This design comes from an exercise in tuning for small area, a short achievable clock period and few clock cycles on the open sky130 flow, not from production work.
The RTL was checked by simulation tests, not by an equivalence proof against the original design.
Power figures rest on the tool's default switching activity, not on a simulated workload.

// tetris_top
module tetris_top (
    input  logic   clk,
    input  logic   rst_n,
    input  logic   in_valid,
    input  tetris_pkg::shape_t tetrominoes,
    input  tetris_pkg::col_t   position,
    output logic   score_valid,
    output tetris_pkg::score_t score,
    output logic   fail,
    output logic   tetris_valid,
    output tetris_pkg::board_t tetris
);
    localparam int W  = 6;
    localparam int H  = 12;
    logic [W*H-1:0] board_q;     
    logic           busy_q;      
    logic           clr_q;       
    logic [3:0]     count_q;     
    logic [3:0]     score_q;
    logic [3:0]     bt_q;        
    logic [2:0]     shape_q;
    logic [2:0]     col_q;
    logic [3:0]     pany_q;      
    logic [W*H-1:0] sky;
    always_comb begin
        for (int c = 0; c < W; c++) begin
            sky[c*H + H-1] = board_q[(H-1)*W + c];
            for (int y = H-2; y >= 0; y--)
                sky[c*H + y] = sky[c*H + y+1] | board_q[y*W + c];
        end
    end
    logic [7:0] pd;      
    logic [7:0] sd;      
    always_comb begin
        for (int i = 0; i < 8; i++) begin
            pd[i] = (position == 3'(i)) & ~clr_q;
            sd[i] = (tetrominoes == 3'(i));
        end
    end
    logic [W-1:0] lc0, lc1, lc2;
    always_comb begin
        for (int c = 0; c < W; c++) begin
            lc2[c] = pd[c] & sd[3];
            lc1[c] = pd[c] & sd[6];
            lc0[c] = pd[c] & ~sd[3] & ~sd[6];
            if (c >= 1) begin
                lc1[c] = lc1[c] | pd[c-1] & sd[4];
                lc0[c] = lc0[c] | pd[c-1] & ~sd[4] & ~sd[1];
            end
            if (c >= 2) begin
                lc1[c] = lc1[c] | pd[c-2] & (sd[4] | sd[7]);
                lc0[c] = lc0[c] | pd[c-2] & sd[2];
            end
            if (c >= 3)
                lc0[c] = lc0[c] | pd[c-3] & sd[2];
        end
    end
    logic [12:0] tb;
    always_comb begin
        for (int x = 0; x < 13; x++) begin
            tb[x] = 1'b0;
            for (int c = 0; c < W; c++) begin
                if (x < H)     tb[x] = tb[x] | lc0[c] & sky[c*H + ((x < H) ? x : 0)];
  ...
Settings: LEC_CHECK=0, ABC_AREA=1, CAP_MARGIN=20, CORE_MARGIN=2, CORE_UTILIZATION=30, SETUP_SLACK_MARGIN=5, SLEW_MARGIN=20; clock period 12.0 ns.
standard.sh (not shown) runs the stock make flow with config.mk's settings and CLKGATE_MAP_FILE= SYNTH_SCRIPT=/design/flow/synth_recipe.tcl, a recipe that flattens the netlist after the stock synthesis.
==> flow/flow/run.sh <==
#!/bin/bash
set -euo pipefail
MARGIN=6
rm -rf scripts_abc
cp -r "$FLOW_HOME/scripts" scripts_abc
cp flow/abc_area.script scripts_abc/abc_area.script
bash standard.sh "SCRIPTS_DIR=$PWD/scripts_abc" \
    "BUFFER_PORTS_ARGS=-buffer_cell sky130_fd_sc_hd__buf_2" \
    SETUP_SLACK_MARGIN=$MARGIN finish > flow.log 2>&1
==> flow/flow/abc_area.script <==
strash
dc2
balance
rewrite
refactor
balance
rewrite
rewrite -z
balance
refactor -z
rewrite -z
balance
dc2
&get -n
&dch -f
&nf
&put
buffer -c
topo
stime -c
upsize -c
dnsize -c
The starting point ran to the end with no violations.
Testbench counts at the start, summed over its fixed seeds: cycles 6,465.
==> next run, changes <==
==> flow/flow/abc_area.script (replaced) <==
strash
dc2
&get -n
&dch -f
&nf
&put
buffer -c
topo
stime -c
upsize -c
dnsize -c
Effect:
- The new run produced a clean layout
- flip-flop and latch count does not change
- power went up by 23%
- wire length went down by 0.90%
- clock-buffer cell count went down by 1
- fmax stays flat
- die area went up by 1.1%
- register-to-register slack gains 0.04 ns
- combinational power went up by 34%
- global-route usage went down by 0.14 points
- sequential share of layout area went down by 0.35 points
==> next run, changes <==
--- a/flow/config.mk
+++ b/flow/config.mk
@@ -11,2 +11,3 @@
 export CORE_UTILIZATION = 30
+export CTS_BUF_LIST = sky130_fd_sc_hd__clkbuf_4 sky130_fd_sc_hd__clkbuf_8
 export SETUP_SLACK_MARGIN = 5
=> The changed run produced a clean layout; critical path depth does not change; total power came out lower by 2.4%; via count came out lower by 0.63%; routed wire length came out lower by 0.48%; worst setup slack loses 0.021 ns; global-route usage barely changes; combinational power stays flat; sequential share of layout area barely changes; final area came out lower by 0.37%.
==> next run, changes <==
--- a/flow/flow/run.sh
+++ b/flow/flow/run.sh
@@ -2,3 +2,3 @@
 set -euo pipefail
-MARGIN=6
+MARGIN=5
 rm -rf scripts_abc
==> flow/flow/abc_area.script (replaced) <==
strash
dc2
balance
rewrite
refactor
balance
rewrite
rewrite -z
balance
refactor -z
rewrite -z
balance
dc2
&get -n
&dch -f
&nf
&put
buffer -c
topo
stime -c
upsize -c
dnsize -c
--- a/flow/config.mk
+++ b/flow/config.mk
@@ -10,4 +10,3 @@
 export CORE_MARGIN = 2
-export CORE_UTILIZATION = 30
-export CTS_BUF_LIST = sky130_fd_sc_hd__clkbuf_4 sky130_fd_sc_hd__clkbuf_8
+export CORE_UTILIZATION = 45
 export SETUP_SLACK_MARGIN = 5
What happened:
- global-route usage went up by 12 points
- non-clock buffer count went down by 21
- worst setup slack loses 0.57 ns
- cell count went down by roughly a tenth
- sequential power went down by roughly a tenth
- register-to-register slack loses 0.28 ns
- flip-flop and latch count is unchanged
- die area went down by a quarter to a third
- total power went down by about a fifth
- design area went down by a few percent

## port drivers added, routing unchanged
No port has a modelled driver above. Below, the same layouts with a new extraction and two added sets of constraints. Step 1 sets driving cells, clkbuf_16 on the clock port and buf_2 on the other inputs (assumed; they add their load-dependent delay and slew). Step 2 also shifts input and output timing later by t, the mid clock arrival at the registers, as if the neighbouring blocks saw the same clock. Three values: ideal, step 1, step 2; two values: the first two.
run	shift t [ns]	setup WS [ns]	clock arrival spread, ns	worst register clock-pin slew, ns
the first run	0.423	6.091 / 6.039 / 5.732	0.022 / 0.022	0.09 / 0.09
the second run	0.415	6.099 / 6.048 / 5.746	0.018 / 0.019	0.08 / 0.08
the third run	0.441	6.078 / 6.038 / 5.692	0.025 / 0.026	0.12 / 0.12
the fourth run	0.405	5.506 / 5.460 / 5.654	0.012 / 0.012	0.08 / 0.08
After both steps setup and hold are still met in every run listed. For the third run, which loses most, drivers alone change the setup slack by -0.040 ns; drivers and shift together by -0.386 ns.
